This is an optimization exercise on Yosys and OpenROAD, whose aim is small area, not a production implementation.
At most, simulation tests tie the RTL to the original design; equivalence was not proved.
Only the layout flow was run in runs 1 and 2; the RTL was not checked for function there.
Power figures rest on the tool's default switching activity, not on a simulated workload.

$ cat flow/run.sh
#!/bin/bash
# synth_recipe.tcl (not shown) runs the flow's synth.tcl, then flattens the netlist and writes it again
# the make line also repeats each setting of config.mk as NAME=value (left out here)
make -C /OpenROAD-flow-scripts/flow DESIGN_CONFIG=/design/flow/config.mk WORK_HOME=/design/flow/orfs CLKGATE_MAP_FILE= SYNTH_SCRIPT=/design/flow/synth_recipe.tcl finish
$ cat flow/config.mk
export PLATFORM = sky130hd
export DESIGN_NAME = sifh_hist_peak
export DESIGN_NICKNAME = sifh_hist_peak
export VERILOG_FILES = /design/flow/design.v
export SDC_FILE = /design/flow/constraint.sdc
export NUM_CORES = 4
export LEC_CHECK = 0
export CAP_MARGIN = 0
export CORE_MARGIN = 2
export CORE_UTILIZATION = 40
export CTS_BUF_LIST = sky130_fd_sc_hd__clkbuf_8
export CTS_CLUSTER_SIZE = 30
export SLEW_MARGIN = 0
$ cat flow/constraint.sdc
create_clock -name core_clock -period 10.0 [get_ports {clk}]
set_input_delay 2.0000 -clock core_clock [delete_from_list [all_inputs] [get_ports {clk}]]
set_output_delay 2.0000 -clock core_clock [all_outputs]
set_load 0.01 [all_outputs]
$ cat flow/design.v
module sifh_hist_peak #(
    parameter int unsigned NP       = 12,
    parameter int unsigned NB       = 6,
    parameter int unsigned PIXELS   = 4,
    parameter int unsigned DATA_NUM = 4,
    parameter int unsigned ACQ_NUM  = 8,
    parameter int unsigned CNT_W    = 8
) (
    input  logic                 clk,
    input  logic                 res,
    input  logic                 in_valid,
    output logic                 in_ready,
    input  logic [NP-1:0]        in_data,
    output logic                 out_valid,
    output logic [NP*PIXELS-1:0] out_result,
    output logic                 pass_id
);
    localparam int unsigned NG = ACQ_NUM - 1;    
    logic [7:0] idx_q;
    logic       out_valid_q;
    logic [1:0] smp;
    logic [1:0] pix;
    logic [2:0] acq;
    logic       fine;
    assign smp  = idx_q[1:0];
    assign pix  = idx_q[3:2];
    assign acq  = idx_q[6:4];
    assign fine = idx_q[7];
    always_ff @(posedge clk) begin
        if (res) begin
            idx_q       <= '0;
            out_valid_q <= 1'b0;
        end else begin
            out_valid_q <= in_valid && (idx_q == 8'hff);
            if (in_valid) begin
                idx_q <= idx_q + 8'd1;
            end
        end
    end
    assign in_ready  = 1'b1;
    assign pass_id   = fine;
    assign out_valid = out_valid_q;
    logic [5:0]  max_q  [PIXELS];
    logic [NB-1:0] peak_q [PIXELS];
    logic [NB-1:0] c_q    [PIXELS];
    logic [NB-1:0] cur_c;
    logic          valid;
    logic [NB-1:0] bin;
    assign cur_c = c_q[pix];
    assign valid = !fine || (in_data[NP-1 -: NB] == cur_c);
    assign bin   = fine ? in_data[NB-1:0] : in_data[NP-1 -: NB];
    localparam int unsigned GW = 4*NB + 3;       
    logic [NB-1:0] w_q [3];
    logic [1:0]    nw_q;
    logic [GW-1:0] ring_q [PIXELS][NG];
    logic          rot;
    assign rot = in_valid && (smp == 2'd3);
    always_ff @(posedge clk) begin
        if (in_valid && valid) begin
            w_q[0] <= bin;
            w_q[1] <= w_q[0];
            w_q[2] <= w_q[1];
        end
    end
    always_ff @(posedge clk) begin
        if (res) begin
            nw_q <= '0;
        end else if (in_valid) begin
            nw_q <= (smp == 2'd3) ? 2'd0 : nw_q + 2'(valid);
        end
    end
    always_ff @(posedge clk) begin
        if (rot) begin
            for (int b = 0; b < PIXELS - 1; b++) begin
                for (int g = 0; g < NG; g++) begin
                    ring_q[b][g] <= ring_q[b+1][g];
                end
            end
            ring_q[PIXELS-1][0] <= {nw_q, valid, w_q[0], w_q[1], w_q[2], bin};
            for (int g = 1; g < NG; g++) begin
                ring_q[PIXELS-1][g] <= ring_q[0][g-1];
            end
        end
    end
    logic [NG*DATA_NUM+2:0] hit;
    always_comb begin
        for (int g = 0; g < NG; g++) begin
            logic [1:0] gn;
            logic       gl;
            gn = ring_q[0][g][GW-1 -: 2];
            gl = ring_q[0][g][GW-3];
            for (int e = 0; e < 3; e++) begin
                hit[g*DATA_NUM+e] = (3'(g) < acq) && (2'(e) < gn)
                                  && (ring_q[0][g][(3-e)*NB +: NB] == bin);
            end
            hit[g*DATA_NUM+3] = (3'(g) < acq) && gl && (ring_q[0][g][NB-1:0] == bin);
        end
        for (int k = 0; k < 3; k++) begin
            hit[NG*DATA_NUM+k] = (2'(k) < nw_q) && (w_q[k] == bin);
        end
    end
    function automatic logic [1:0] fa(input logic a, input logic b, input logic c);
        fa = {(a & b) | (a & c) | (b & c), a ^ b ^ c};
    endfunction
    function automatic logic [2:0] pop7(input logic [6:0] x);
        logic [1:0] u, v, w, y;
        u = fa(x[0], x[1], x[2]);
        v = fa(x[3], x[4], x[5]);
        w = fa(u[0], v[0], x[6]);
        y = fa(u[1], v[1], w[1]);
        pop7 = {y, w[0]};
    endfunction
    function automatic logic [3:0] pop15(input logic [14:0] x);
        logic [2:0] a, b;
        logic [1:0] k0, k1, k2;
        a  = pop7(x[6:0]);
        b  = pop7(x[13:7]);
        k0 = fa(a[0], b[0], x[14]);
        k1 = fa(a[1], b[1], k0[1]);
        k2 = fa(a[2], b[2], k1[1]);
        pop15 = {k2, k1[0], k0[0]};
    endfunction
    logic [4:0] pop;
    always_comb begin
        logic [3:0] a, b;
        logic [1:0] k0, k1, k2, k3;
        a   = pop15(hit[14:0]);
        b   = pop15(hit[29:15]);
        k0  = fa(a[0], b[0], hit[30]);
        k1  = fa(a[1], b[1], k0[1]);
        k2  = fa(a[2], b[2], k1[1]);
        k3  = fa(a[3], b[3], k2[1]);
        pop = {k3, k2[0], k1[0], k0[0]};
    end
    logic       first, upd;
    logic [5:0] new_max;
    logic [NB-1:0] new_peak;
    assign first    = (acq == 3'd0) && (smp == 2'd0);
    assign upd      = first || (valid && ({1'b0, pop} >= max_q[pix]));
    assign new_max  = valid ? ({1'b0, pop} + 6'd1) : 6'd0;
    assign new_peak = valid ? bin : NB'(1 << (NB - 1));
    always_ff @(posedge clk) begin
        for (int p = 0; p < PIXELS; p++) begin
            if (in_valid && upd && (pix == 2'(p))) begin
                max_q[p]  <= new_max;
                peak_q[p] <= new_peak;
            end
        end
    end
    always_ff @(posedge clk) begin
        if (in_valid && (idx_q == 8'h7f)) begin
            for (int p = 0; p < PIXELS - 1; p++) begin
                c_q[p] <= peak_q[p];
            end
            c_q[PIXELS-1] <= upd ? new_peak : peak_q[PIXELS-1];
        end
    end
    always_comb begin
        for (int p = 0; p < PIXELS; p++) begin
            out_result[p*NP +: NP] = {c_q[p], peak_q[p]};
        end
    end
endmodule
==> impl_metrics.py, run 1 <==
metrics = {
    "cells_and_area": {
        "area_delta_synth_final_pct": 15.3,
        "antennaDiodeCount": 0,
        "seq_area_sq_mm": 0.0256,
        "fin_area_sq_mm": 0.0342,
        "fillers": 6063,
        "finalNonFillerCells": 2602,
        "layout_commonest_cell": "edfxtp_1",
        "drive_above_1_share_pct": 14.0,
        "multiInputGateArea_sq_mm": 0.00378,
        "final_cell_mix": "edfxtp_1 (846), clkbuf_8 (134), xnor2_1 (123)",
        "fin_nets": 1599,
    },
    "sta": {
        "max_slew_margin_pct": 17.6,
        "tightest_slew_ps": 1230,
        "min_period_over_period_pct": 90.4,
        "rsz0062_at_grt": "false",
        "max_freq_mhz": 111,
        "hold_violations": 0,
        "fin_worst_skew_ps": 29.0,
        "maxSlewViolCount": 0,
        "finalHoldWorstSlack_ps": 400,
        "setup_viol": 0,
        "period_needed_ps": 9040,
        "finalSetupTns_ps": 0,
    },
    "pwr": {
        "p_total_mw": 6.74,
        "p_per_area_mw_per_mm2": 197,
        "p_seq_share_pct": 59.0,
        "p_clk_share_pct": 38.8,
        "p_leak_nw": 10.9,
        "pwr-share-comb_pct": 2.2,
        "vdd_ir_drop_max_uv": 111,
        "power.internal_mw": 5.37,
        "switching_share_pct": 20.4,
        "switchingPower_mw": 1.38,
    },
    "floorplanning": {
        "num_io_pins": 66,
        "die_w_um": 276,
        "die_h_um": 276,
        "start_util_pct": 40.5,
        "rows": 99,
        "design.die.area_sq_mm": 0.0763,
        "core-area_sq_mm": 0.0732,
    },
    "synthesis": {
        "synthTopCellsByArea": "edfxtp_1 (86%), xnor2_1 (3.6%), xor2_1 (2.3%)",
        "synth-edff-count": 846,
        "ys_seq_area_share_pct": 86.5,
        "ys.warnings.count": 6,
        "synth.cell_area_sq_mm": 0.0296,
        "synth_cells": 1341,
        "synth-seq-cells": 857,
        "yosysTopAreaCell": "edfxtp_1",
        "synth_fp_nets": 1391,
        "synth_cell_types": 43,
        "synth_ff_type": "edfxtp_1",
        "yosysTopAreaCellShare_pct": 85.7,
        "synthArstFlopShare_pct": 0,
        "synth_area_per_cell_sq_um": 22.1,
    },
    "grt": {
        "grt.total_usage_pct": 13.1,
        "antenna_found_initial": 0,
        "grt_max_degree": 206,
        "grt_pass1_vias": 12900,
        "overflow": 0,
        "grt_first_pass_wirelength_um": 75200,
    },
    "clock_tree": {
        "cts_num_sinks": 857,
        "postCtsSetupBuffers": 0,
        "clkLatencyLatePin_ps": 750,
        "hold_buffers": 0,
        "clkSlewWorstSetupHoldPaths_ps": 60,
        "h-tree-depth": 4,
        "cts_resized": 0,
        "cts_root_buf": "clkbuf_8",
        "cts_buffers": 130,
        "clockBufferDepth": 3,
        "cts_tree": "yes",
    },
    "place": {
        "dp.cells": 2376,
        "io_buffer_count": 64,
        "dp_hpwl_um": 30100,
        "dpl_cell_area_sq_mm": 0.0318,
        "place_congestion": 0.782,
    },
    "route": {
        "wire_per_inst_um": 18.9,
        "antenna_left": 0,
        "firstDrtPassIters": 5,
        "drcViolationCount": 0,
        "vias_per_cell": 4.67,
        "vias": 12200,
        "drt-initial-drc-count": 1017,
        "wirelength_um": 49200,
    },
    "critical_path": {
        "crit_chain": "clkdlybuf4s50_1 -> mux2i_4 -> buf_4 -> xnor2_1 -> or4_1 -> nor4_1 -> fa_1 -> fa_1 -> fa_1 -> fa_1 -> fa_1 -> fa_1 -> fa_1 -> ha_1 -> o21ai_0 -> a21oi_1 -> o31ai_1 -> o21a_1 -> nor2_1",
        "cp_common_cell": "fa_1",
        "cp-end-kind": "register",
        "crit_type": "input port to register",
        "cp.arrival_ps": 9390,
        "path_delay_family": "adder cells",
        "crit_fanout": 14,
        "startpoint_type": "input port",
        "required_ps": 10350,
        "cpPeakStageDelay_ps": 930,
        "crit_slowest_cell": "nor2_1",
        "path_buf_inv": 2,
    },
    "hold_path": {
        "hold_class": "register to register",
    },
    "flow_run": {
        "maxCapViolations": 0,
    },
    "outcome": {
        "status": "finished clean",
    },
}
-- layout make-up --
type	instances	share of cell area, %
Multi-Input combinational cell	422	11.1
Tap cell	959	3.51
Inverter	29	0.319
Clock buffer	134	5.40
Timing Repair Buffer	109	3.19
Clock inverter	92	1.52
Sequential cell	857	75.0
-- cell usage after synthesis, types with 2 or more instances --
master and count:
mux2i_2 5, nand2_1 11, mux4_2 12, buf_4 8, xor2_1 78, and2_1 3, ha_1 9, o21ai_0 8
o21a_1 3, buf_2 12, and3_1 4, nand3b_1 2, a22o_1 5, nor2_1 23, buf_6 3, clkbuf_1 9
or3_1 2, edfxtp_1 846, inv_1 29, xnor2_1 123, or4_1 8, a21oi_1 6, o2111ai_1 2, dfxtp_1 11
nor4_1 30, nand3_1 28, o211ai_1 2, fa_1 26, nand4_1 10, mux2i_1 2, nor3_1 9
-- kinds of logic (layout without fill, tap and decap cells) --
logic type | Yosys count | in the layout | share of synthesized area (%)
DFF | 857 | 857 | 86.5
xor gates and xnor gates | 201 | 201 | 5.94
and+or+nand+nor | 137 | 137 | 2.57
buffers and inverters | 62 | 364 | 1.01
adders and majority gates | 35 | 35 | 2.14
AOI/OAI and AO/OA | 29 | 29 | 0.650
muxes | 19 | 19 | 1.21
other | 1 | 1 | 0.0127
-- metal layers --
metal  GRT usage (%)  part of all wire (%)  vias up
met5               0                     0        -
met4            6.49                   2.5        0
met3            2.92                   3.9       81
met2            21.9                    51      230
met1            16.3                    43     6247
li1                -                     -     5596
-- stage by stage --
step	setup slack (ps)	utilization [%]
after floorplan	426	-
after global placement	439	43.4
after detailed placement	270	43.4
after CTS	1050	46.7
after global routing	621	46.7
final	964	46.7
-- worst paths after layout --
path	startpoint	endpoint	slack (ps)	cells past startpoint
hold reg to reg	ring_q[24][1]	ring_q[17][1]	400	0
setup reg to reg	idx_q[7]	peak_q[3][5]	1590	18
setup / recovery	in_data[8]	peak_q[3][5]	960	19
hold / removal	ring_q[24][1]	ring_q[17][1]	400	0
-- state kept, by name, indices dropped and copies added (netlist names) --
signal / flops
peak_q: 24
ring_q: 756
c_q: 24
out_valid_q: 1
idx_q: 8
max_q: 24
nw_q: 2
w_q: 18
-- power by group through the flow --
stage / Sequential (mW) / Combinational (mW) / Clock, mW
2_1_floorplan: 4.05 / 0.0941 / 0
3_5_place_dp: 4.05 / 0.152 / 0
4_1_cts: 3.98 / 0.153 / 2.72
5_1_grt: 3.98 / 0.164 / 2.88
6_report: 3.98 / 0.150 / 2.62
3_3_place_gp: 4.05 / 0.150 / 0
==> run 2, diff against run 1 <==
==> flow/flow/run.sh (new file) <==
#!/bin/bash
# Standard ORFS layout, with CTS told not to add dummy loads and port buffers of the
# smallest buffer. Each tool's output goes to the ORFS logs; make's own output to make.log.
set -euo pipefail
export CTS_ARGS="-sink_clustering_enable -repair_clock_nets -dont_use_dummy_load -buf_list sky130_fd_sc_hd__clkbuf_8 -sink_clustering_size 30"
export BUFFER_PORTS_ARGS="-buffer_cell sky130_fd_sc_hd__buf_1"
bash standard.sh > make.log 2>&1
==> flow/standard.sh (new file) <==
#!/bin/bash
# synth_recipe.tcl (not shown) runs the flow's synth.tcl, then flattens the netlist and writes it again
# the make line also repeats each setting of config.mk as NAME=value (left out here)
make -C /OpenROAD-flow-scripts/flow DESIGN_CONFIG=/design/flow/config.mk WORK_HOME=/design/flow/orfs CLKGATE_MAP_FILE= SYNTH_SCRIPT=/design/flow/synth_recipe.tcl "${@:-finish}"
removed: flow/run.sh
==> impl_metrics.py, run 2 <==
metrics = {
    "route": {
        "wirelength_um": 49300,
        "vias": 12000,
        "antenna_left": 0,
        "wire_per_inst_um": 19.7,
        "drt-initial-drc-count": 1169,
        "vias_per_cell": 4.81,
        "firstDrtPassIters": 5,
        "drcViolationCount": 0,
    },
    "sta": {
        "fin_worst_skew_ps": 48.6,
        "setup_viol": 0,
        "maxSlewViolCount": 0,
        "period_needed_ps": 8580,
        "max_freq_mhz": 116,
        "finalSetupTns_ps": 0,
        "max_slew_margin_pct": 7.36,
        "rsz0062_at_grt": "false",
        "hold_violations": 0,
        "tightest_slew_ps": 1380,
        "min_period_over_period_pct": 85.8,
    },
    "critical_path": {
        "r2r_end": "max_q[1][0]",
        "startpoint_type": "input port",
        "reg2reg_slack_ps": 1720,
        "reg2reg_from": "idx_q[7]",
        "crit_fanout": 12,
        "required_ps": 10350,
        "ff2ff_path_depth": 20,
        "cp-end-kind": "register",
        "crit_type": "input port to register",
        "cp.arrival_ps": 8930,
    },
    "synthesis": {
        "synth-seq-cells": 857,
        "synth_fp_nets": 1391,
        "synth_ff_type": "edfxtp_1",
        "synth_cells": 1341,
        "synth_area_per_cell_sq_um": 22.1,
        "synthArstFlopShare_pct": 0,
        "synthTopCellsByArea": "edfxtp_1 (86%), xnor2_1 (3.6%), xor2_1 (2.3%)",
        "synth_cell_types": 43,
        "yosysTopAreaCellShare_pct": 85.7,
        "synth.most_common_cell": "edfxtp_1",
        "ys.warnings.count": 6,
        "synth-edff-count": 846,
        "synth_commonest_cells": "edfxtp_1 (846), xnor2_1 (123), xor2_1 (78), nor4_1 (30), inv_1 (29)",
        "synth.cell_area_sq_mm": 0.0296,
        "ys_seq_area_share_pct": 86.5,
        "yosysTopAreaCell": "edfxtp_1",
    },
    "clock_tree": {
        "h-tree-depth": 4,
        "postCtsSetupBuffers": 0,
        "cts_buffers": 131,
        "cts_num_sinks": 857,
        "clkSlewWorstSetupHoldPaths_ps": 50,
        "clkLatencyLatePin_ps": 750,
        "cts_root_buf": "clkbuf_8",
        "cts_resized": 0,
        "hold_buffers": 0,
        "clockBufferDepth": 3,
        "cts_tree": "yes",
    },
    "outcome": {
        "status": "finished clean",
    },
    "hold_path": {
        "hp-start": "ring_q[26][7]",
        "hold_class": "register to register",
        "whs_endpoint": "ring_q[19][7]",
        "min_path_cells": 0,
    },
    "cells_and_area": {
        "largest_reg_flops": 756,
        "layout_commonest_cell": "edfxtp_1",
        "antennaDiodeCount": 0,
        "fin_nets": 1594,
        "area_delta_synth_final_pct": 11.8,
        "top_register": "ring_q",
        "final_cell_mix": "edfxtp_1 (846), clkbuf_8 (131), xnor2_1 (123)",
        "drive_above_1_share_pct": 12.5,
    },
    "place": {
        "place_congestion": 0.792,
        "dp_hpwl_um": 30000,
        "io_buffer_count": 64,
    },
    "grt": {
        "overflow": 0,
        "grt.total_usage_pct": 13.0,
        "grt_pass1_vias": 12600,
        "antenna_found_initial": 0,
        "grt_max_degree": 211,
        "grt_first_pass_wirelength_um": 74200,
    },
    "floorplanning": {
        "start_util_pct": 40.5,
        "core-area_sq_mm": 0.0732,
        "num_io_pins": 66,
        "rows": 99,
        "design.die.area_sq_mm": 0.0763,
        "die_w_um": 276,
        "die_h_um": 276,
    },
    "flow_run": {
        "maxCapViolations": 0,
    },
    "pwr": {
        "p_leak_nw": 10.3,
        "vdd_ir_drop_max_uv": 128,
        "p_total_mw": 6.40,
        "p_per_area_mw_per_mm2": 193,
    },
}
[run 2: metrics by stage]
step	std cells	setup WS [ps]	utilization, %	hold WS, ps	area, sq um
floorplan	1341	426	-	400	29600
global route	2501	1060	45.3	377	33100
finish	2501	1420	45.3	373	33100
CTS	2501	1480	45.3	372	33100
global placement	2370	799	42.8	400	31300
detailed placement	2370	622	42.8	405	31300
[run 2: final cells by class]
type	count	area (sq um)
Fill cell	6085	40100
Sequential cell	857	25600
Multi-Input combinational cell	422	3780
Clock buffer	131	1800
Tap cell	959	1200
Timing Repair Buffer	103	621
Inverter	29	109
[run 2: power by group]
group | switching (mW) | internal (mW) | leakage [nW]
sequential | 0.0227 | 3.96 | 7.72
clock | 1.12 | 1.15 | 0.942
combinational | 0.0878 | 0.0512 | 1.67
[run 2: layer usage]
metal | track usage, % | share of wire, % | vias up
li1 | - | - | 5480
met1 | 16.6 | 43 | 6175
met5 | 0 | 0 | -
met4 | 6.26 | 3.2 | 0
met3 | 3.54 | 4.5 | 113
met2 | 20.8 | 49 | 269
[run 2: logic make-up after synthesis]
kind of cell,count (synthesis),share of synthesized area (%)
flip-flops,857,86.5
XOR/XNOR,201,5.94
AND/OR/NAND/NOR,137,2.57
buffers and inverters,62,1.01
adder cells (fa/ha/maj),35,2.14
AO/OA/AOI/OAI,29,0.650
multiplexers,19,1.21
other,1,0.0127
[run 2: worst max path at each step]
stage | from | endpoint | depth (start not counted)
after floorplan | in_valid | c_q[0][0] | 4
after CTS | in_data[11] | max_q[1][0] | 20
final | in_data[11] | max_q[1][0] | 21
after global routing | in_data[11] | peak_q[3][3] | 19
after detailed placement | in_data[11] | peak_q[3][2] | 20
after global placement | in_data[9] | peak_q[3][2] | 21
[run 2: worst max-delay path, stage by stage]
cell and delay [ps]:
buf_1 110, mux2i_4 350, buf_4 330, xnor2_1 100, or4_1 520, nor4_1 280, fa_1 470, inv_1 80
fa_1 480, fa_1 550, inv_1 50, fa_1 440, fa_1 390, fa_1 400, fa_1 590, ha_1 330
o21ai_0 90, a21oi_1 130, o31ai_1 100, o21a_1 220, nor3_2 910
==> run 3, diff against run 2 <==
--- a/flow/design.v
+++ b/flow/design.v
@@ -40,7 +40,7 @@
     assign in_ready  = 1'b1;
     assign pass_id   = fine;
     assign out_valid = out_valid_q;
-    logic [5:0]  max_q  [PIXELS];
+    logic [4:0]    max_q  [PIXELS];
     logic [NB-1:0] peak_q [PIXELS];
     logic [NB-1:0] c_q    [PIXELS];
     logic [NB-1:0] cur_c;
@@ -133,11 +133,13 @@
         pop = {k3, k2[0], k1[0], k0[0]};
     end
     logic       first, upd;
-    logic [5:0] new_max;
+    logic [4:0] cur_max;
+    logic [4:0] new_max;
     logic [NB-1:0] new_peak;
     assign first    = (acq == 3'd0) && (smp == 2'd0);
-    assign upd      = first || (valid && ({1'b0, pop} >= max_q[pix]));
-    assign new_max  = valid ? ({1'b0, pop} + 6'd1) : 6'd0;
+    assign cur_max  = max_q[pix];
+    assign upd      = first || (valid && ((pop > cur_max) || (&cur_max)));
+    assign new_max  = valid ? pop : 5'h1f;
     assign new_peak = valid ? bin : NB'(1 << (NB - 1));
     always_ff @(posedge clk) begin
         for (int p = 0; p < PIXELS; p++) begin
==> flow/flow/run.sh (replaced) <==
#!/bin/bash
# Standard ORFS layout, with CTS told not to add dummy loads and port buffers of the
# smallest buffer. Each tool's output goes to the ORFS logs; make's own output to make.log.
set -euo pipefail
export CTS_ARGS="-sink_clustering_enable -repair_clock_nets -dont_use_dummy_load -buf_list sky130_fd_sc_hd__clkbuf_8 -sink_clustering_size 20 -sink_clustering_max_diameter 80"
export BUFFER_PORTS_ARGS="-buffer_cell sky130_fd_sc_hd__buf_1"
bash standard.sh > make.log 2>&1
--- a/flow/config.mk
+++ b/flow/config.mk
@@ -7,7 +7,7 @@
 export LEC_CHECK = 0
 export CAP_MARGIN = 0
 export CORE_MARGIN = 2
-export CORE_UTILIZATION = 40
+export CORE_UTILIZATION = 70
 export CTS_BUF_LIST = sky130_fd_sc_hd__clkbuf_8
 export CTS_CLUSTER_SIZE = 30
 export SLEW_MARGIN = 0
==> impl_metrics.py, run 3 <==
metrics = {
    "synthesis": {
        "synth_area_per_cell_sq_um": 22.1,
        "synth_fp_nets": 1383,
        "synth_ff_type": "edfxtp_1",
        "synth.cell_area_sq_mm": 0.0295,
        "synth_commonest_cells": "edfxtp_1 (842), xnor2_1 (117), xor2_1 (80), inv_1 (35), nand3_1 (31)",
        "synth.most_common_cell": "edfxtp_1",
        "ys.warnings.count": 6,
        "synth_cells": 1334,
        "yosysTopAreaCell": "edfxtp_1",
        "synthArstFlopShare_pct": 0,
        "synthTopCellsByArea": "edfxtp_1 (86%), xnor2_1 (3.5%), xor2_1 (2.4%)",
        "yosysTopAreaCellShare_pct": 85.6,
        "ys_seq_area_share_pct": 86.4,
        "synth-seq-cells": 853,
        "synth-edff-count": 842,
        "synth_cell_types": 47,
    },
    "critical_path": {
        "required_ps": 10280,
        "cpPeakStageDelay_ps": 790,
        "cp-end-kind": "register",
        "crit_chain": "buf_1 -> mux2i_4 -> buf_4 -> xnor2_1 -> or4_1 -> nor4_1 -> buf_4 -> fa_1 -> fa_1 -> fa_1 -> inv_1 -> fa_1 -> inv_1 -> fa_1 -> inv_1 -> fa_1 -> fa_1 -> inv_1 -> ha_1 -> nand3_1 -> o22ai_1 -> o211ai_1 -> o21ai_4 -> nor2_1",
        "crit_type": "input port to register",
        "r2r_end": "peak_q[2][2]",
        "startpoint_type": "input port",
        "crit_fanout": 11,
        "path_delay_family": "adder cells",
        "cp.arrival_ps": 9140,
        "cp_common_cell": "fa_1",
        "reg2reg_slack_ps": 1450,
        "reg2reg_from": "idx_q[7]",
        "crit_slowest_cell": "nor2_1",
        "path_buf_inv": 7,
        "ff2ff_path_depth": 23,
    },
    "sta": {
        "rsz0062_at_grt": "false",
        "min_period_over_period_pct": 88.6,
        "max_slew_margin_pct": 17.5,
        "max_freq_mhz": 113,
        "hold_violations": 0,
        "fin_worst_skew_ps": 26.6,
        "finalSetupTns_ps": 0,
        "tightest_slew_ps": 1240,
        "maxSlewViolCount": 0,
        "setup_viol": 0,
        "final.setup.worst_slack_ps": 1140,
        "period_needed_ps": 8860,
    },
    "grt": {
        "grt_first_pass_wirelength_um": 68800,
        "antenna_found_initial": 0,
        "grt_pass1_vias": 11900,
        "grt.total_usage_pct": 21.5,
        "overflow": 0,
        "grt_max_degree": 153,
    },
    "cells_and_area": {
        "area_delta_synth_final_pct": 6.50,
        "drive_above_1_share_pct": 7.99,
        "layout_commonest_cell": "edfxtp_1",
        "final_cell_mix": "edfxtp_1 (842), xnor2_1 (117), xor2_1 (80)",
        "reg.largest.list": "ring_q: 756 flops, c_q: 24 flops, peak_q: 24 flops",
        "top_register": "ring_q",
        "fin_nets": 1515,
        "largest_reg_flops": 756,
        "fillers": 2250,
        "antennaDiodeCount": 0,
    },
    "clock_tree": {
        "h-tree-depth": 2,
        "cts_num_sinks": 853,
        "cts_tree": "yes",
        "hold_buffers": 0,
        "clockBufferDepth": 3,
        "cts_root_buf": "clkbuf_8",
        "clkSlewWorstSetupHoldPaths_ps": 110,
        "cts_buffers": 48,
        "postCtsSetupBuffers": 0,
        "clkLatencyLatePin_ps": 650,
        "cts_resized": 0,
    },
    "floorplanning": {
        "die_h_um": 209,
        "rows": 75,
        "die_w_um": 209,
        "start_util_pct": 70.7,
        "core-area_sq_mm": 0.0418,
        "num_io_pins": 66,
        "design.die.area_sq_mm": 0.0438,
    },
    "route": {
        "wirelength_um": 45600,
        "drt-initial-drc-count": 1133,
        "wire_per_inst_um": 22.7,
        "firstDrtPassIters": 5,
        "vias": 11600,
        "vias_per_cell": 5.79,
        "drcViolationCount": 0,
        "antenna_left": 0,
    },
    "pwr": {
        "vdd_ir_drop_max_uv": 144,
        "p_leak_nw": 9.78,
        "p_per_area_mw_per_mm2": 173,
        "p_total_mw": 5.45,
    },
    "hold_path": {
        "min_path_cells": 0,
        "whs_endpoint": "ring_q[14][21]",
        "hold_class": "register to register",
        "hp-start": "ring_q[21][21]",
    },
    "place": {
        "place_congestion": 0.843,
        "dp_hpwl_um": 28600,
        "io_buffer_count": 64,
        "post-place-ws_ps": 416,
    },
    "outcome": {
        "status": "finished clean",
    },
    "flow_run": {
        "maxCapViolations": 0,
    },
}
==> run 3: cell count changes after synthesis, sizes merged, moves of 3 or more <==
cell     delta
edfxtp      -4
inv         +6
nor3        -4
o2bb2ai     +5
nand3       +3
xnor2       -6
a22o        -5
and2        +5
nor2       -13
==> run 3: through the flow <==
stage	util, %	instance area [sq um]	std cells	hold WS (ps)
floorplan	-	29500	1334	400
global placement	73.7	30800	1955	400
detailed placement	73.7	30800	1955	405
CTS	75.3	31400	2003	406
global route	75.3	31400	2003	421
finish	75.3	31400	2003	404
==> run 3: how the worst max path moves through the flow <==
| stage | depth (start not counted) | end | start | slack, ps |
|---|---|---|---|---|
| after floorplan | 4 | c_q[0][0] | in_valid | 430 |
| final | 24 | peak_q[2][2] | in_data[10] | 1140 |
| after global routing | 24 | peak_q[3][3] | in_data[10] | 740 |
| after CTS | 23 | peak_q[2][5] | in_data[10] | 1050 |
| after detailed placement | 23 | peak_q[2][2] | in_data[10] | 420 |
| after global placement | 23 | peak_q[2][2] | in_data[10] | 670 |
==> run 3: area by class of cell <==
class | count | area, sq um | share of cell area [%]
multi-input combinational | 415 | 3770 | 12.0
tap | 539 | 674 | 2.15
inverter | 35 | 131 | 0.418
sequential | 853 | 25500 | 81.1
clock buffer | 48 | 661 | 2.10
timing repair buffer | 113 | 696 | 2.21
==> run 3: report_power, final <==
part	internal, mW	total (mW)	switching, mW
clock	0.434	1.35	0.918
combinational	0.0533	0.148	0.0946
sequential	3.93	3.95	0.0211
==> run 3: worst reg2reg max path, stage by stage (launching register included) <==
cell      delay (ps)
dfxtp_1          980
mux2i_4          800
buf_4            340
xnor2_1           90
or4_1            510
nor4_1           230
buf_4            200
fa_1             430
fa_1             410
fa_1             440
inv_1            100
fa_1             180
inv_1             50
fa_1             480
inv_1             60
fa_1             440
fa_1             560
inv_1             60
ha_1             320
nand3_1           90
o22ai_1          100
o211ai_1         340
o21ai_4          180
nor2_1           800
==> run 3: routing by layer <==
| layer | global-route usage [%] | up-vias | share of wire, % |
|---|---|---|---|
| met5 | 0 | - | 0 |
| met4 | 7.86 | 0 | 3.0 |
| met3 | 3.28 | 85 | 3.6 |
| met2 | 35.4 | 213 | 50 |
| met1 | 30.3 | 5997 | 44 |
| li1 | - | 5307 | - |
==> run 3: cell families (layout without fill, tap and decap cells) <==
family          count (synthesis)  count (layout)  synth area share, %
compound gates                 30              30                0.776
xor+xnor                      197             197                 5.84
fa+ha+maj                      34              34                 2.10
buf+inv                        66             196                 1.05
flops                         853             853                 86.4
mux                            18              18                 1.18
other cells                     1               1               0.0127
simple gates                  135             135                 2.64
==> run 4, diff against run 3 <==
==> flow/flow/run.sh (replaced) <==
#!/bin/bash
# Standard ORFS layout, with CTS told not to add dummy loads and port buffers of the
# smallest buffer. Each tool's output goes to the ORFS logs; make's own output to make.log.
set -euo pipefail
export CTS_ARGS="-sink_clustering_enable -repair_clock_nets -dont_use_dummy_load -buf_list sky130_fd_sc_hd__clkbuf_8 -sink_clustering_size 16 -sink_clustering_max_diameter 80"
export BUFFER_PORTS_ARGS="-buffer_cell sky130_fd_sc_hd__buf_1"
bash standard.sh > make.log 2>&1
==> impl_metrics.py, run 4 <==
metrics = {
    "outcome": {
        "status": "finished clean",
    },
    "sta": {
        "hold_violations": 0,
        "period_needed_ps": 8850,
        "final.setup.worst_slack_ps": 1150,
        "max_slew_margin_pct": 17.9,
        "setup_viol": 0,
        "maxSlewViolCount": 0,
        "finalSetupTns_ps": 0,
        "finalHoldWorstSlack_ps": 374,
        "rsz0062_at_grt": "false",
        "tightest_slew_ps": 1230,
        "max_freq_mhz": 113,
        "min_period_over_period_pct": 88.5,
        "fin_worst_skew_ps": 37.8,
    },
    "critical_path": {
        "required_ps": 10280,
        "reg2reg_slack_ps": 1470,
        "cp.arrival_ps": 9130,
        "crit_fanout": 11,
        "crit_chain": "buf_1 -> mux2i_4 -> buf_4 -> xnor2_1 -> or4_1 -> nor4_1 -> buf_4 -> fa_1 -> fa_1 -> fa_1 -> inv_1 -> fa_1 -> inv_1 -> fa_1 -> inv_1 -> fa_1 -> fa_1 -> inv_1 -> ha_1 -> nand3_1 -> o22ai_1 -> o211ai_1 -> o21ai_4 -> nor2_1",
        "crit_cells": 24,
        "ff2ff_path_depth": 23,
        "path_buf_inv": 7,
        "cpPeakStageDelay_ps": 790,
        "crit_slowest_cell": "nor2_1",
        "path_delay_family": "adder cells",
        "cp_common_cell": "fa_1",
        "cp-end-kind": "register",
        "startpoint_type": "input port",
        "crit_type": "input port to register",
    },
    "synthesis": {
        "synth_fp_nets": 1383,
        "synth_cells": 1334,
        "synth-seq-cells": 853,
        "synth_cell_types": 47,
        "yosysTopAreaCell": "edfxtp_1",
        "ys.warnings.count": 6,
        "synthTopCellsByArea": "edfxtp_1 (86%), xnor2_1 (3.5%), xor2_1 (2.4%)",
        "synth-edff-count": 842,
        "ys_seq_area_share_pct": 86.4,
        "synth.most_common_cell": "edfxtp_1",
        "synth.cell_area_sq_mm": 0.0295,
        "synth_commonest_cells": "edfxtp_1 (842), xnor2_1 (117), xor2_1 (80), inv_1 (35), nand3_1 (31)",
        "synth_ff_type": "edfxtp_1",
        "yosysTopAreaCellShare_pct": 85.6,
        "synthArstFlopShare_pct": 0,
        "synth_area_per_cell_sq_um": 22.1,
    },
    "cells_and_area": {
        "multiInputGateArea_sq_mm": 0.00377,
        "layout_commonest_cell": "edfxtp_1",
        "fin_area_sq_mm": 0.0316,
        "fin_nets": 1526,
        "top_register": "ring_q",
        "fillers": 2248,
        "area_delta_synth_final_pct": 7.01,
        "seq_area_sq_mm": 0.0255,
        "largest_reg_flops": 756,
        "drive_above_1_share_pct": 8.68,
        "postLayoutCoreUtil_pct": 75.6,
        "antennaDiodeCount": 0,
        "final_cell_mix": "edfxtp_1 (842), xnor2_1 (117), xor2_1 (80)",
        "finalNonFillerCells": 2014,
        "reg.largest.list": "ring_q: 756 flops, c_q: 24 flops, peak_q: 24 flops",
    },
    "clock_tree": {
        "clkSlewWorstSetupHoldPaths_ps": 90,
        "postCtsSetupBuffers": 0,
        "cts_num_sinks": 853,
        "h-tree-depth": 2,
        "clockBufferDepth": 3,
        "cts_tree": "yes",
        "cts_buffers": 59,
        "hold_buffers": 0,
        "cts_resized": 0,
        "clkLatencyLatePin_ps": 670,
        "cts_root_buf": "clkbuf_8",
    },
    "route": {
        "antenna_left": 0,
        "firstDrtPassIters": 5,
        "drt-initial-drc-count": 1107,
        "wire_per_inst_um": 22.8,
        "wirelength_um": 46000,
        "drcViolationCount": 0,
        "vias_per_cell": 5.82,
        "vias": 11700,
    },
    "pwr": {
        "p_leak_nw": 9.86,
        "p_per_area_mw_per_mm2": 176,
        "p_total_mw": 5.57,
        "vdd_ir_drop_max_uv": 160,
    },
    "grt": {
        "overflow": 0,
        "grt_first_pass_wirelength_um": 69600,
        "grt_max_degree": 153,
        "antenna_found_initial": 0,
        "grt_pass1_vias": 12000,
        "grt.total_usage_pct": 21.7,
    },
    "floorplanning": {
        "design.die.area_sq_mm": 0.0438,
        "core-area_sq_mm": 0.0418,
        "rows": 75,
        "num_io_pins": 66,
        "die_h_um": 209,
        "die_w_um": 209,
        "start_util_pct": 70.7,
    },
    "hold_path": {
        "hold_class": "register to register",
        "min_path_cells": 0,
    },
    "place": {
        "dpl_cell_area_sq_mm": 0.0308,
        "dp_hpwl_um": 28600,
        "dp.cells": 1955,
        "place_congestion": 0.843,
        "io_buffer_count": 64,
        "post-place-ws_ps": 416,
    },
    "flow_run": {
        "maxCapViolations": 0,
    },
}
run 4: cell families after synthesis:
kind of cell | Yosys count | share of synthesized area [%]
other | 1 | 0.0127
adder cells (fa/ha/maj) | 34 | 2.10
flip-flops | 853 | 86.4
XOR/XNOR | 197 | 5.84
AND/OR/NAND/NOR | 135 | 2.64
buffers and inverters | 66 | 1.05
AO/OA/AOI/OAI | 30 | 0.776
multiplexers | 18 | 1.18
run 4: power breakdown:
group	leakage (nW)	internal [mW]	total (mW)	switching, mW
combinational	1.76	0.0533	0.148	0.0943
clock	0.424	0.527	1.47	0.946
sequential	7.68	3.93	3.95	0.0213
run 4: cell type report:
class                           instances  area share (%)
Sequential cell                       853            80.7
Multi-Input combinational cell        415            11.9
Clock buffer                           59            2.57
Timing Repair Buffer                  113            2.20
Tap cell                              539            2.13
Inverter                               35           0.416
run 4: final timing paths:
kind | start | to
worst min register to register | ring_q[21][21] | ring_q[14][21]
worst min-delay path | ring_q[21][21] | ring_q[14][21]
worst max-delay path | in_data[10] | peak_q[2][5]
worst max register to register | idx_q[7] | peak_q[2][5]
run 4: metal layers:
layer	part of all wire (%)	up-vias	track usage (%)
met5	0	-	0
met3	3.9	77	3.01
met1	44	6070	30.9
li1	-	5330	-
met4	2.5	0	7.34
met2	50	244	35.9
==> run 5, diff against run 4 <==
--- a/flow/design.v
+++ b/flow/design.v
@@ -49,12 +49,17 @@
     assign cur_c = c_q[pix];
     assign valid = !fine || (in_data[NP-1 -: NB] == cur_c);
     assign bin   = fine ? in_data[NB-1:0] : in_data[NP-1 -: NB];
-    localparam int unsigned GW = 4*NB + 3;       
+    localparam int unsigned GW = 4*NB + 1;
     logic [NB-1:0] w_q [3];
     logic [1:0]    nw_q;
     logic [GW-1:0] ring_q [PIXELS][NG];
     logic          rot;
-    assign rot = in_valid && (smp == 2'd3);
+    logic          g_full;
+    logic [NB-1:0] g_e2, g_e3;
+    assign rot    = in_valid && (smp == 2'd3);
+    assign g_full = valid && (nw_q == 2'd3);
+    assign g_e2   = (nw_q == 2'd3) ? w_q[2] : bin;
+    assign g_e3   = g_full ? bin : {bin[NB-1:3], valid, nw_q};
     always_ff @(posedge clk) begin
         if (in_valid && valid) begin
             w_q[0] <= bin;
@@ -76,7 +81,7 @@
                     ring_q[b][g] <= ring_q[b+1][g];
                 end
             end
-            ring_q[PIXELS-1][0] <= {nw_q, valid, w_q[0], w_q[1], w_q[2], bin};
+            ring_q[PIXELS-1][0] <= {g_full, w_q[0], w_q[1], g_e2, g_e3};
             for (int g = 1; g < NG; g++) begin
                 ring_q[PIXELS-1][g] <= ring_q[0][g-1];
             end
@@ -85,15 +90,19 @@
     logic [NG*DATA_NUM+2:0] hit;
     always_comb begin
         for (int g = 0; g < NG; g++) begin
-            logic [1:0] gn;
-            logic       gl;
-            gn = ring_q[0][g][GW-1 -: 2];
-            gl = ring_q[0][g][GW-3];
-            for (int e = 0; e < 3; e++) begin
-                hit[g*DATA_NUM+e] = (3'(g) < acq) && (2'(e) < gn)
+            logic       gf;
+            logic [2:0] gm;
+            logic [3:0] gv;
+            gf = ring_q[0][g][GW-1];
+            gm = ring_q[0][g][2:0];
+            gv[0] = gf || (gm[1:0] != 2'd0);
+            gv[1] = gf || gm[1];
+            gv[2] = gf || (gm[1:0] == 2'd3) || gm[2];
+            gv[3] = gf;
+            for (int e = 0; e < 4; e++) begin
+                hit[g*DATA_NUM+e] = (3'(g) < acq) && gv[e]
                                   && (ring_q[0][g][(3-e)*NB +: NB] == bin);
             end
-            hit[g*DATA_NUM+3] = (3'(g) < acq) && gl && (ring_q[0][g][NB-1:0] == bin);
         end
         for (int k = 0; k < 3; k++) begin
             hit[NG*DATA_NUM+k] = (2'(k) < nw_q) && (w_q[k] == bin);
==> impl_metrics.py, run 5 <==
metrics = {
    "outcome": {
        "status": "finished clean",
    },
    "synthesis": {
        "synthTopCellsByArea": "edfxtp_1 (84%), xnor2_1 (3.2%), xor2_1 (2.8%)",
        "synth_fp_nets": 1356,
        "synthArstFlopShare_pct": 0,
        "ys.warnings.count": 6,
        "yosysTopAreaCellShare_pct": 84.5,
        "synth_ff_type": "edfxtp_1",
        "synth_cell_types": 50,
        "synth_cells": 1307,
        "ys_seq_area_share_pct": 85.3,
        "synth_area_per_cell_sq_um": 21.4,
        "yosysTopAreaCell": "edfxtp_1",
        "synth.most_common_cell": "edfxtp_1",
        "synth_commonest_cells": "edfxtp_1 (786), xnor2_1 (103), xor2_1 (90), inv_1 (37), nand3_1 (30)",
        "synth-seq-cells": 797,
        "synth-edff-count": 786,
        "synth.cell_area_sq_mm": 0.0279,
    },
    "critical_path": {
        "reg2reg_slack_ps": 1860,
        "cp-end-kind": "register",
        "required_ps": 10350,
        "reg2reg_from": "idx_q[7]",
        "r2r_end": "peak_q[0][3]",
        "ff2ff_path_depth": 23,
        "crit_fanout": 38,
        "crit_type": "input port to register",
        "cp.arrival_ps": 8660,
        "startpoint_type": "input port",
    },
    "grt": {
        "grt.total_usage_pct": 21.7,
        "antenna_found_initial": 0,
        "grt_pass1_vias": 11500,
        "overflow": 0,
        "grtUsageMet2_pct": 36.1,
        "grtUsageMet3_pct": 3.44,
        "use_met1_pct": 29.6,
        "busiest_layer": "met2",
        "grt_max_degree": 222,
        "grt_first_pass_wirelength_um": 65400,
    },
    "sta": {
        "setup_viol": 0,
        "min_period_over_period_pct": 83.1,
        "hold_violations": 0,
        "max_slew_margin_pct": 20.7,
        "rsz0062_at_grt": "false",
        "period_needed_ps": 8310,
        "max_freq_mhz": 120,
        "finalHoldWorstSlack_ps": 378,
        "finalSetupTns_ps": 0,
        "fin_worst_skew_ps": 51.8,
        "maxSlewViolCount": 0,
        "tightest_slew_ps": 1190,
    },
    "clock_tree": {
        "h-tree-depth": 2,
        "cts_tree": "yes",
        "cts_resized": 0,
        "clkSlewWorstSetupHoldPaths_ps": 100,
        "cts_root_buf": "clkbuf_8",
        "clkLatencyLatePin_ps": 690,
        "clockBufferDepth": 3,
        "cts_num_sinks": 797,
        "hold_buffers": 0,
        "postCtsSetupBuffers": 0,
        "cts_buffers": 55,
    },
    "floorplanning": {
        "die_h_um": 204,
        "num_io_pins": 66,
        "start_util_pct": 70.6,
        "design.die.area_sq_mm": 0.0415,
        "core-area_sq_mm": 0.0395,
        "die_w_um": 204,
        "rows": 73,
    },
    "cells_and_area": {
        "layout_commonest_cell": "edfxtp_1",
        "area_delta_synth_final_pct": 6.63,
        "fin_area_sq_mm": 0.0298,
        "reg.largest.list": "ring_q: 700 flops, c_q: 24 flops, peak_q: 24 flops",
        "top_register": "ring_q",
        "drive_above_1_share_pct": 7.33,
        "antennaDiodeCount": 0,
        "fin_nets": 1469,
        "final_cell_mix": "edfxtp_1 (786), xnor2_1 (103), xor2_1 (90)",
        "largest_reg_flops": 700,
    },
    "route": {
        "wirelength_um": 44000,
        "vias": 11400,
        "drt-initial-drc-count": 1057,
        "firstDrtPassIters": 5,
        "drcViolationCount": 0,
        "antenna_left": 0,
        "vias_per_cell": 5.88,
        "wire_per_inst_um": 22.6,
    },
    "flow_run": {
        "maxCapViolations": 0,
    },
    "hold_path": {
        "hold_class": "register to register",
        "hp-start": "ring_q[23][5]",
        "whs_endpoint": "ring_q[16][5]",
        "min_path_cells": 0,
    },
    "place": {
        "dpl_cell_area_sq_mm": 0.0290,
        "dp_hpwl_um": 26400,
        "io_buffer_count": 64,
        "place_congestion": 0.800,
    },
    "pwr": {
        "p_per_area_mw_per_mm2": 175,
        "vdd_ir_drop_max_uv": 142,
        "p_leak_nw": 9.24,
    },
}
run 5: cell count changes after synthesis, sizes merged, moves of 4 or more:
cell and delta:
a211o +5, a21oi +11, edfxtp -56, nor2 +7
o311ai +5, or4 -4, xnor2 -14, xor2 +10
run 5: how the worst max path moves through the flow:
stage,startpoint,to,cells past startpoint
6_report,in_data[7],peak_q[0][3],24
4_1_cts,in_data[7],peak_q[2][3],24
3_3_place_gp,in_data[7],max_q[0][2],24
2_1_floorplan,in_valid,c_q[0][0],4
3_5_place_dp,in_data[7],peak_q[1][1],24
5_1_grt,in_data[7],max_q[2][2],24
run 5: stage by stage:
stage / setup WS [ps] / utilization [%] / instances / total power [mW]
6_report: 1690 / 75.3 / 1943 / 5.22
5_1_grt: 1370 / 75.3 / 1943 / 5.39
4_1_cts: 1640 / 75.3 / 1943 / 5.28
3_5_place_dp: 935 / 73.4 / 1888 / 3.91
3_3_place_gp: 1050 / 73.4 / 1888 / 3.91
2_1_floorplan: 851 / - / 1307 / 3.86
run 5: logic make-up after synthesis:
kind of cell             Yosys count  synth area share (%)
AND/OR/NAND/NOR                  132                  2.64
XOR/XNOR                         193                  6.05
AO/OA/AOI/OAI                     61                  1.55
multiplexers                      20                  1.21
other                              1                0.0134
adder cells (fa/ha/maj)           34                  2.22
buffers and inverters             69                  1.03
flip-flops                       797                  85.3
run 5: power breakdown:
part | total (mW) | internal, mW | switching (mW) | leakage, nW
clock | 1.39 | 0.493 | 0.894 | 0.395
sequential | 3.69 | 3.67 | 0.0216 | 7.18
combinational | 0.141 | 0.0485 | 0.0926 | 1.66
total | 5.22 | 4.21 | 1.01 | 9.24
run 5: worst max-delay path: stages:
cell and delay, ps:
buf_1 120, mux2i_4 200, buf_12 330, xnor2_1 100
or4_1 480, nor4_1 650, fa_1 540, inv_1 90
fa_1 440, fa_1 450, fa_1 430, inv_1 90
fa_1 180, inv_1 50, fa_1 370, fa_1 550
inv_1 60, ha_1 310, nand3_1 90, o22ai_1 60
o21ai_0 260, o21ai_2 240, nor4b_2 270, buf_4 250
run 5: per-layer routing:
metal	vias up	wire length, um
met5	-	0
met4	0	1400
met3	91	2090
met2	297	22400
met1	5876	18100
li1	5160	-
run 5: layout make-up:
cell class / instances / area [sq um]
inverters: 37 / 139
fillers: 2140 / 9760
well taps: 525 / 657
repair buffers: 88 / 520
clock buffers: 55 / 757
multi-input cells: 441 / 3890
flip-flops and latches: 797 / 23800
==> run 6, diff against run 5 <==
==> flow/flow/run.sh (replaced) <==
#!/bin/bash
# Standard ORFS layout, with CTS told not to add dummy loads and port buffers of the
# smallest buffer. Each tool's output goes to the ORFS logs; make's own output to make.log.
set -euo pipefail
export CTS_ARGS="-sink_clustering_enable -repair_clock_nets -dont_use_dummy_load -buf_list sky130_fd_sc_hd__clkbuf_16 -sink_clustering_size 30 -sink_clustering_max_diameter 60"
export BUFFER_PORTS_ARGS="-buffer_cell sky130_fd_sc_hd__buf_1"
bash standard.sh > make.log 2>&1
--- a/flow/config.mk
+++ b/flow/config.mk
@@ -8,6 +8,4 @@
 export CAP_MARGIN = 0
 export CORE_MARGIN = 2
 export CORE_UTILIZATION = 70
-export CTS_BUF_LIST = sky130_fd_sc_hd__clkbuf_8
-export CTS_CLUSTER_SIZE = 30
 export SLEW_MARGIN = 0
==> impl_metrics.py, run 6 <==
metrics = {
    "cells_and_area": {
        "fin_area_sq_mm": 0.0300,
        "area_delta_synth_final_pct": 7.42,
        "top_register": "ring_q",
        "layout_commonest_cell": "edfxtp_1",
        "fin_nets": 1453,
        "antennaDiodeCount": 0,
        "postLayoutCoreUtil_pct": 75.9,
        "final_cell_mix": "edfxtp_1 (786), xnor2_1 (103), xor2_1 (90)",
        "drive_above_1_share_pct": 6.28,
        "reg.largest.list": "ring_q: 700 flops, c_q: 24 flops, peak_q: 24 flops",
        "largest_reg_flops": 700,
        "fillers": 2121,
        "finalNonFillerCells": 1927,
    },
    "grt": {
        "grt.total_usage_pct": 21.7,
        "overflow": 0,
        "antenna_found_initial": 0,
        "grt_pass1_vias": 11400,
        "grt_first_pass_wirelength_um": 65300,
        "grt_max_degree": 222,
    },
    "pwr": {
        "power.internal_mw": 4.42,
        "p_clk_share_pct": 29.4,
        "vdd_ir_drop_max_uv": 138,
        "p_seq_share_pct": 68.0,
        "switching_share_pct": 18.7,
        "switchingPower_mw": 1.02,
        "p_total_mw": 5.44,
        "p_leak_nw": 9.33,
        "pwr-share-comb_pct": 2.6,
        "p_per_area_mw_per_mm2": 181,
    },
    "synthesis": {
        "synthTopCellsByArea": "edfxtp_1 (84%), xnor2_1 (3.2%), xor2_1 (2.8%)",
        "ys.warnings.count": 6,
        "synth-seq-cells": 797,
        "synth.most_common_cell": "edfxtp_1",
        "synth_ff_type": "edfxtp_1",
        "synth_cells": 1307,
        "synth_commonest_cells": "edfxtp_1 (786), xnor2_1 (103), xor2_1 (90), inv_1 (37), nand3_1 (30)",
        "synthArstFlopShare_pct": 0,
        "synth.cell_area_sq_mm": 0.0279,
        "synth_area_per_cell_sq_um": 21.4,
        "synth_fp_nets": 1356,
        "synth_cell_types": 50,
        "yosysTopAreaCellShare_pct": 84.5,
        "ys_seq_area_share_pct": 85.3,
        "yosysTopAreaCell": "edfxtp_1",
        "synth-edff-count": 786,
    },
    "clock_tree": {
        "h-tree-depth": 2,
        "cts_num_sinks": 797,
        "cts_tree": "yes",
        "clockBufferDepth": 3,
        "hold_buffers": 0,
        "cts_resized": 0,
        "clkLatencyLatePin_ps": 590,
        "clkSlewWorstSetupHoldPaths_ps": 100,
        "cts_root_buf": "clkbuf_16",
        "cts_buffers": 39,
        "postCtsSetupBuffers": 0,
    },
    "critical_path": {
        "crit_fanout": 38,
        "crit_type": "input port to register",
        "startpoint_type": "input port",
        "cp-end-kind": "register",
        "required_ps": 10260,
        "startpoint": "in_data[7]",
        "reg2reg_from": "idx_q[7]",
        "cp.arrival_ps": 8700,
    },
    "outcome": {
        "status": "finished clean",
    },
    "floorplanning": {
        "die_w_um": 204,
        "die_h_um": 204,
        "start_util_pct": 70.6,
        "core-area_sq_mm": 0.0395,
        "design.die.area_sq_mm": 0.0415,
        "num_io_pins": 66,
        "rows": 73,
    },
    "sta": {
        "period_needed_ps": 8440,
        "finalHoldWorstSlack_ps": 382,
        "max_slew_margin_pct": 16.5,
        "finalSetupTns_ps": 0,
        "hold_violations": 0,
        "maxSlewViolCount": 0,
        "min_period_over_period_pct": 84.4,
        "setup_viol": 0,
        "max_freq_mhz": 118,
        "rsz0062_at_grt": "false",
        "fin_worst_skew_ps": 40.1,
        "tightest_slew_ps": 1250,
        "final.setup.worst_slack_ps": 1560,
    },
    "route": {
        "wirelength_um": 43800,
        "drcViolationCount": 0,
        "wire_per_inst_um": 22.7,
        "antenna_left": 0,
        "vias_per_cell": 5.87,
        "drt-initial-drc-count": 1203,
        "firstDrtPassIters": 5,
        "vias": 11300,
    },
    "hold_path": {
        "hold_class": "register to register",
        "hp-start": "ring_q[15][10]",
    },
    "place": {
        "dp_hpwl_um": 26400,
        "place_congestion": 0.800,
        "post-place-ws_ps": 935,
        "io_buffer_count": 64,
        "dpl_cell_area_sq_mm": 0.0290,
        "dp.cells": 1888,
    },
    "flow_run": {
        "maxCapViolations": 0,
    },
}
==> run 6: cell types whose count changed in the layout (fill, tap and decap cells not counted) <==
cell / before / now
clkbuf_16: 0 / 39
clkbuf_8: 55 / 0
==> run 6: cell families after synthesis <==
group                      after synthesis  synth area share (%)
other                                    1                0.0134
adders and majority gates               34                  2.22
AOI/OAI and AO/OA                       61                  1.55
xor gates and xnor gates               193                  6.05
DFF                                    797                  85.3
buffers and inverters                   69                  1.03
muxes                                   20                  1.21
and+or+nand+nor                        132                  2.64
==> run 6: area by class of cell <==
cell class | instances | area, sq um | area share [%]
sequential | 797 | 23800 | 79.4
multi-input combinational | 441 | 3890 | 13.0
clock buffer | 39 | 976 | 3.25
tap | 525 | 657 | 2.19
timing repair buffer | 88 | 520 | 1.73
inverter | 37 | 139 | 0.463
==> run 6: power by group through the flow <==
stage | clock network, mW | registers (mW) | logic, mW
floorplan | 0 | 3.77 | 0.0927
global placement | 0 | 3.77 | 0.138
detailed placement | 0 | 3.77 | 0.142
CTS | 1.65 | 3.70 | 0.142
global route | 1.74 | 3.70 | 0.153
finish | 1.60 | 3.70 | 0.141
==> run 6: metal layers <==
| layer | part of all wire, % | global-route usage [%] | vias up | wire length, um |
|---|---|---|---|---|
| li1 | - | - | 5142 | - |
| met3 | 4.2 | 3.05 | 84 | 1840 |
| met4 | 2.9 | 7.51 | 0 | 1270 |
| met2 | 51 | 36.6 | 275 | 22400 |
| met1 | 42 | 29.8 | 5809 | 18300 |
| met5 | 0 | 0 | - | 0 |
==> run 6: final timing paths <==
| check | slack, ps | depth (start not counted) | to |
|---|---|---|---|
| worst min-delay path | 380 | 0 | ring_q[8][10] |
| worst max register to register | 1770 | 23 | max_q[0][0] |
| worst min register to register | 380 | 0 | ring_q[8][10] |
| worst max-delay path | 1560 | 24 | max_q[0][0] |
==> run 6: critical path, stage by stage <==
cell and delay [ps]:
buf_1 120, mux2i_4 190, buf_12 340, xnor2_1 100, or4_1 480, nor4_1 700, fa_1 560, inv_1 100
fa_1 440, fa_1 450, fa_1 430, inv_1 100, fa_1 180, inv_1 50, fa_1 370, fa_1 550
inv_1 60, ha_1 310, nand3_1 90, o22ai_1 60, o21ai_0 260, o21ai_2 230, nor4b_2 270, buf_4 240
==> run 7, diff against run 6 <==
==> flow/flow/run.sh (replaced) <==
#!/bin/bash
# Standard ORFS layout, with CTS told not to add dummy loads and port buffers of the
# smallest buffer. Each tool's output goes to the ORFS logs; make's own output to make.log.
set -euo pipefail
export CTS_ARGS="-sink_clustering_enable -repair_clock_nets -dont_use_dummy_load -buf_list sky130_fd_sc_hd__clkbuf_8 -sink_clustering_size 20 -sink_clustering_max_diameter 60"
export BUFFER_PORTS_ARGS="-buffer_cell sky130_fd_sc_hd__buf_1"
bash standard.sh > make.log 2>&1
--- a/flow/config.mk
+++ b/flow/config.mk
@@ -8,4 +8,5 @@
 export CAP_MARGIN = 0
 export CORE_MARGIN = 2
 export CORE_UTILIZATION = 70
+export GPL_TIMING_DRIVEN = 0
 export SLEW_MARGIN = 0
==> impl_metrics.py, run 7 <==
metrics = {
    "pwr": {
        "p_leak_nw": 9.24,
        "vdd_ir_drop_max_uv": 150,
        "p_per_area_mw_per_mm2": 173,
    },
    "flow_run": {
        "maxCapViolations": 0,
    },
    "place": {
        "dp_hpwl_um": 30800,
        "place_congestion": 0.812,
        "io_buffer_count": 64,
        "dpl_cell_area_sq_mm": 0.0291,
        "dp.cells": 1905,
    },
    "floorplanning": {
        "die_w_um": 204,
        "rows": 73,
        "num_io_pins": 66,
        "core-area_sq_mm": 0.0395,
        "die_h_um": 204,
        "start_util_pct": 70.6,
        "design.die.area_sq_mm": 0.0415,
    },
    "cells_and_area": {
        "reg.largest.list": "ring_q: 700 flops, c_q: 24 flops, peak_q: 24 flops",
        "final_cell_mix": "edfxtp_1 (786), xnor2_1 (103), xor2_1 (90)",
        "layout_commonest_cell": "edfxtp_1",
        "fin_nets": 1479,
        "drive_above_1_share_pct": 7.49,
        "largest_reg_flops": 700,
        "multiInputGateArea_sq_mm": 0.00389,
        "fillers": 2172,
        "finalNonFillerCells": 1953,
        "postLayoutCoreUtil_pct": 75.3,
        "seq_area_sq_mm": 0.0238,
        "fin_area_sq_mm": 0.0298,
        "antennaDiodeCount": 0,
        "area_delta_synth_final_pct": 6.55,
        "top_register": "ring_q",
    },
    "critical_path": {
        "reg2reg_slack_ps": 970,
        "crit_chain": "buf_1 -> mux2i_1 -> buf_2 -> buf_2 -> xor2_1 -> nand3_1 -> nor4_1 -> fa_1 -> fa_1 -> fa_1 -> fa_1 -> fa_1 -> inv_1 -> fa_1 -> fa_1 -> inv_1 -> ha_1 -> nand3_1 -> o22ai_1 -> o21ai_0 -> o21ai_2 -> nor3_2 -> buf_6",
        "ff2ff_path_depth": 23,
        "path_delay_family": "adder cells",
        "crit_cells": 23,
        "reg2reg_from": "idx_q[7]",
        "startpoint": "in_data[7]",
        "r2r_end": "peak_q[1][5]",
        "cp.arrival_ps": 9890,
        "crit_fanout": 10,
        "startpoint_type": "input port",
        "crit_slowest_cell": "nor4_1",
        "crit_type": "input port to register",
        "cp-end-kind": "register",
        "endpoint": "peak_q[1][5]",
        "required_ps": 10330,
        "cpPeakStageDelay_ps": 650,
        "path_buf_inv": 6,
        "cp_common_cell": "fa_1",
    },
    "route": {
        "firstDrtPassIters": 5,
        "drt-initial-drc-count": 1090,
        "drcViolationCount": 0,
        "antenna_left": 0,
        "vias": 11700,
        "wire_per_inst_um": 24.7,
        "wirelength_um": 48200,
        "vias_per_cell": 5.97,
    },
    "synthesis": {
        "synth_area_per_cell_sq_um": 21.4,
        "synth_commonest_cells": "edfxtp_1 (786), xnor2_1 (103), xor2_1 (90), inv_1 (37), nand3_1 (30)",
        "synth.most_common_cell": "edfxtp_1",
        "synthArstFlopShare_pct": 0,
        "yosysTopAreaCellShare_pct": 84.5,
        "synthTopCellsByArea": "edfxtp_1 (84%), xnor2_1 (3.2%), xor2_1 (2.8%)",
        "synth.cell_area_sq_mm": 0.0279,
        "synth_cells": 1307,
        "synth_ff_type": "edfxtp_1",
        "synth_fp_nets": 1356,
        "synth-edff-count": 786,
        "ys_seq_area_share_pct": 85.3,
        "ys.warnings.count": 6,
        "synth-seq-cells": 797,
        "synth_cell_types": 50,
        "yosysTopAreaCell": "edfxtp_1",
    },
    "clock_tree": {
        "clkSlewWorstSetupHoldPaths_ps": 100,
        "h-tree-depth": 2,
        "clockBufferDepth": 3,
        "cts_buffers": 47,
        "cts_num_sinks": 797,
        "cts_tree": "yes",
        "hold_buffers": 0,
        "clkLatencyLatePin_ps": 660,
        "cts_root_buf": "clkbuf_8",
    },
    "sta": {
        "hold_violations": 0,
        "finalSetupTns_ps": 0,
        "rsz0062_at_grt": "false",
        "maxSlewViolCount": 0,
        "period_needed_ps": 9560,
        "max_freq_mhz": 105,
        "min_period_over_period_pct": 95.6,
        "tightest_slew_ps": 1320,
        "setup_viol": 0,
        "max_slew_margin_pct": 12.3,
        "fin_worst_skew_ps": 60.9,
        "finalHoldWorstSlack_ps": 359,
    },
    "grt": {
        "grt_pass1_vias": 11500,
        "grt.total_usage_pct": 23.7,
        "antenna_found_initial": 1,
        "grt_first_pass_wirelength_um": 69000,
        "overflow": 0,
        "grt_max_degree": 170,
    },
    "hold_path": {
        "hold_class": "register to register",
    },
    "outcome": {
        "status": "finished clean",
    },
}
==> run 7: cell counts after synthesis <==
Identical to the previous run, type by type.
==> run 7: final cells by class <==
| cell class | count | share of cell area, % |
|---|---|---|
| repair buffers | 74 | 1.46 |
| clock buffers | 47 | 2.17 |
| inverters | 37 | 0.467 |
| well taps | 525 | 2.21 |
| flip-flops and latches | 797 | 80.0 |
| multi-input cells | 441 | 13.1 |
| plain buffers | 32 | 0.589 |
==> run 7: cell families after synthesis <==
logic type               Yosys count  share of synthesized area, %
AO/OA/AOI/OAI                     61                          1.55
buffers and inverters             69                          1.03
flip-flops                       797                          85.3
multiplexers                      20                          1.21
adder cells (fa/ha/maj)           34                          2.22
XOR/XNOR                         193                          6.05
AND/OR/NAND/NOR                  132                          2.64
other                              1                        0.0134
==> run 7: what timing repair did <==
action,in CTS,in global routing
setup buffers,0,1
pin swaps,0,1
setup endpoints to repair,30,33
gates resized for setup,4,8
==> run 7: power breakdown <==
group / switching, mW / leakage, nW / internal [mW] / total, mW
clock: 0.881 / 0.338 / 0.425 / 1.31
sequential: 0.0203 / 7.18 / 3.67 / 3.69
combinational: 0.106 / 1.72 / 0.0484 / 0.154
==> run 7: how the worst min path moves through the flow <==
stage	start	endpoint	depth (start not counted)
global placement	ring_q[15][18]	ring_q[8][18]	0
CTS	ring_q[14][20]	ring_q[7][20]	0
finish	ring_q[14][20]	ring_q[7][20]	0
floorplan	ring_q[7][0]	ring_q[0][0]	0
detailed placement	ring_q[17][12]	ring_q[10][12]	0
global route	ring_q[21][15]	ring_q[14][15]	0
==> run 7: routing by layer <==
layer / up-vias / share of wire (%) / track usage [%]
li1: 5193 / - / -
met1: 6023 / 41 / 32.5
met2: 360 / 49 / 38.7
met3: 93 / 6.1 / 3.91
met4: 0 / 3.6 / 10.4
met5: - / 0 / 0
==> run 7: worst register-to-register path: stages, from the launching register on <==
cell	delay, ps
dfxtp_1	430
buf_2	390
mux2i_1	440
buf_2	430
buf_2	570
xor2_1	210
nand3_1	100
nor4_1	650
fa_1	570
fa_1	460
fa_1	490
fa_1	430
fa_1	490
inv_1	80
fa_1	420
fa_1	580
inv_1	70
ha_1	320
nand3_1	90
o22ai_1	60
o21ai_0	330
o21ai_2	310
nor3_2	580
buf_6	230
==> run 7: per-stage QoR <==
step                setup slack, ps  power [mW]
finish                          443        5.15
floorplan                       851        3.86
global route                    106        5.31
detailed placement            -1260        3.92
global placement              -1950        3.92
CTS                            7.69        5.20
==> run 8, diff against run 7 <==
--- a/flow/config.mk
+++ b/flow/config.mk
@@ -8,5 +8,4 @@
 export CAP_MARGIN = 0
 export CORE_MARGIN = 2
 export CORE_UTILIZATION = 70
-export GPL_TIMING_DRIVEN = 0
 export SLEW_MARGIN = 0
==> impl_metrics.py, run 8 <==
metrics = {
    "clock_tree": {
        "cts_buffers": 47,
        "cts_resized": 0,
        "cts_num_sinks": 797,
        "hold_buffers": 0,
        "h-tree-depth": 2,
        "postCtsSetupBuffers": 0,
        "cts_root_buf": "clkbuf_8",
    },
    "synthesis": {
        "yosysTopAreaCell": "edfxtp_1",
        "synth.cell_area_sq_mm": 0.0279,
        "synthArstFlopShare_pct": 0,
        "ys.warnings.count": 6,
        "synth-seq-cells": 797,
        "synth_area_per_cell_sq_um": 21.4,
        "ys_seq_area_share_pct": 85.3,
        "synthTopCellsByArea": "edfxtp_1 (84%), xnor2_1 (3.2%), xor2_1 (2.8%)",
        "synth_fp_nets": 1356,
        "yosysTopAreaCellShare_pct": 84.5,
        "synth_cell_types": 50,
    },
    "place": {
        "io_buffer_count": 64,
        "dp_hpwl_um": 26400,
        "post-place-ws_ps": 935,
        "place_congestion": 0.800,
        "dp.cells": 1888,
    },
    "cells_and_area": {
        "final_cell_mix": "edfxtp_1 (786), xnor2_1 (103), xor2_1 (90)",
        "top_register": "ring_q",
        "largest_reg_flops": 700,
        "fillers": 2160,
        "area_delta_synth_final_pct": 6.24,
        "layout_commonest_cell": "edfxtp_1",
        "multiInputGateArea_sq_mm": 0.00389,
        "reg.largest.list": "ring_q: 700 flops, c_q: 24 flops, peak_q: 24 flops",
        "antennaDiodeCount": 0,
    },
    "floorplanning": {
        "die_h_um": 204,
        "start_util_pct": 70.6,
        "die_w_um": 204,
        "rows": 73,
    },
    "sta": {
        "setup_viol": 0,
        "hold_violations": 0,
        "final.setup.worst_slack_ps": 1640,
        "max_slew_margin_pct": 16.4,
        "tightest_slew_ps": 1250,
        "maxSlewViolCount": 0,
        "max_freq_mhz": 120,
        "min_period_over_period_pct": 83.6,
        "rsz0062_at_grt": "false",
        "period_needed_ps": 8360,
        "fin_worst_skew_ps": 83.8,
    },
    "grt": {
        "grt_first_pass_wirelength_um": 64900,
        "grt_pass1_vias": 11400,
        "antenna_found_initial": 0,
        "grt.total_usage_pct": 21.5,
        "grt_max_degree": 222,
        "overflow": 0,
    },
    "route": {
        "vias_per_cell": 5.86,
        "top_layer": "met4",
        "route.met3.wl_um": 1970,
        "antenna_left": 0,
        "route.met2.wl_um": 22400,
        "drt-initial-drc-count": 1093,
        "vias": 11300,
        "wirelength_um": 43400,
        "wire_per_inst_um": 22.4,
        "drcViolationCount": 0,
    },
    "critical_path": {
        "crit_type": "input port to register",
        "crit_fanout": 38,
        "required_ps": 10290,
        "cp.arrival_ps": 8650,
        "cp-end-kind": "register",
    },
    "outcome": {
        "status": "finished clean",
    },
    "flow_run": {
        "maxCapViolations": 0,
    },
    "pwr": {
        "vdd_ir_drop_max_uv": 119,
    },
}
## run 8: power breakdown
part | leakage, nW | internal, mW | total (mW) | switching (mW)
Sequential | 7.18 | 3.67 | 3.70 | 0.0215
Clock | 0.338 | 0.425 | 1.30 | 0.870
Combinational | 1.66 | 0.0485 | 0.141 | 0.0922
Total | 9.18 | 4.15 | 5.13 | 0.984
## run 8: cell families (layout without fill, tap and decap cells)
group	Yosys count	after routing	share of synthesized area, %
compound gates	61	61	1.55
xor+xnor	193	193	6.05
fa+ha+maj	34	34	2.22
buf+inv	69	172	1.03
flops	797	797	85.3
mux	20	20	1.21
other cells	1	1	0.0134
simple gates	132	132	2.64
## run 8: final cells by class
type                            count  share of cell area (%)
Sequential cell                   797                    80.3
Multi-Input combinational cell    441                    13.1
Tap cell                          525                    2.21
Clock buffer                       47                    2.18
Timing Repair Buffer               88                    1.75
Inverter                           37                   0.468
## run 8: critical path, cell delays in order
cell	delay, ps
buf_1	120
mux2i_4	200
buf_12	330
xnor2_1	100
or4_1	480
nor4_1	650
fa_1	540
inv_1	90
fa_1	440
fa_1	450
fa_1	430
inv_1	90
fa_1	180
inv_1	50
fa_1	370
fa_1	550
inv_1	60
ha_1	310
nand3_1	90
o22ai_1	60
o21ai_0	260
o21ai_2	240
nor3_1	270
buf_4	250
## run 8: final timing paths
path / from / end / slack (ps) / cells after the start
setup / recovery: in_data[7] / peak_q[1][3] / 1640 / 24
hold / removal: ring_q[25][0] / ring_q[18][0] / 390 / 0
setup reg to reg: idx_q[7] / peak_q[1][3] / 1830 / 23
hold reg to reg: ring_q[25][0] / ring_q[18][0] / 390 / 0
## run 8: routing by layer
layer,track usage [%],vias to the layer above
li1,-,5146
met1,29.6,5859
met2,36.1,261
met3,3.77,81
met4,6.41,0
met5,0,-
## run 8: through the flow
step	cell area (sq um)	hold WS [ps]
2_1_floorplan	27900	400
3_3_place_gp	29000	400
3_5_place_dp	29000	405
4_1_cts	29700	393
5_1_grt	29700	411
6_report	29700	392

Re-timed with assumed drivers on the ports (clkbuf_16 on the clock, buf_2 on other inputs), run 8 has 1.668 ns of setup slack against 1.638 ns with ideal ports, and 0.994 ns once port delays also move by the mid clock arrival of 0.674 ns.
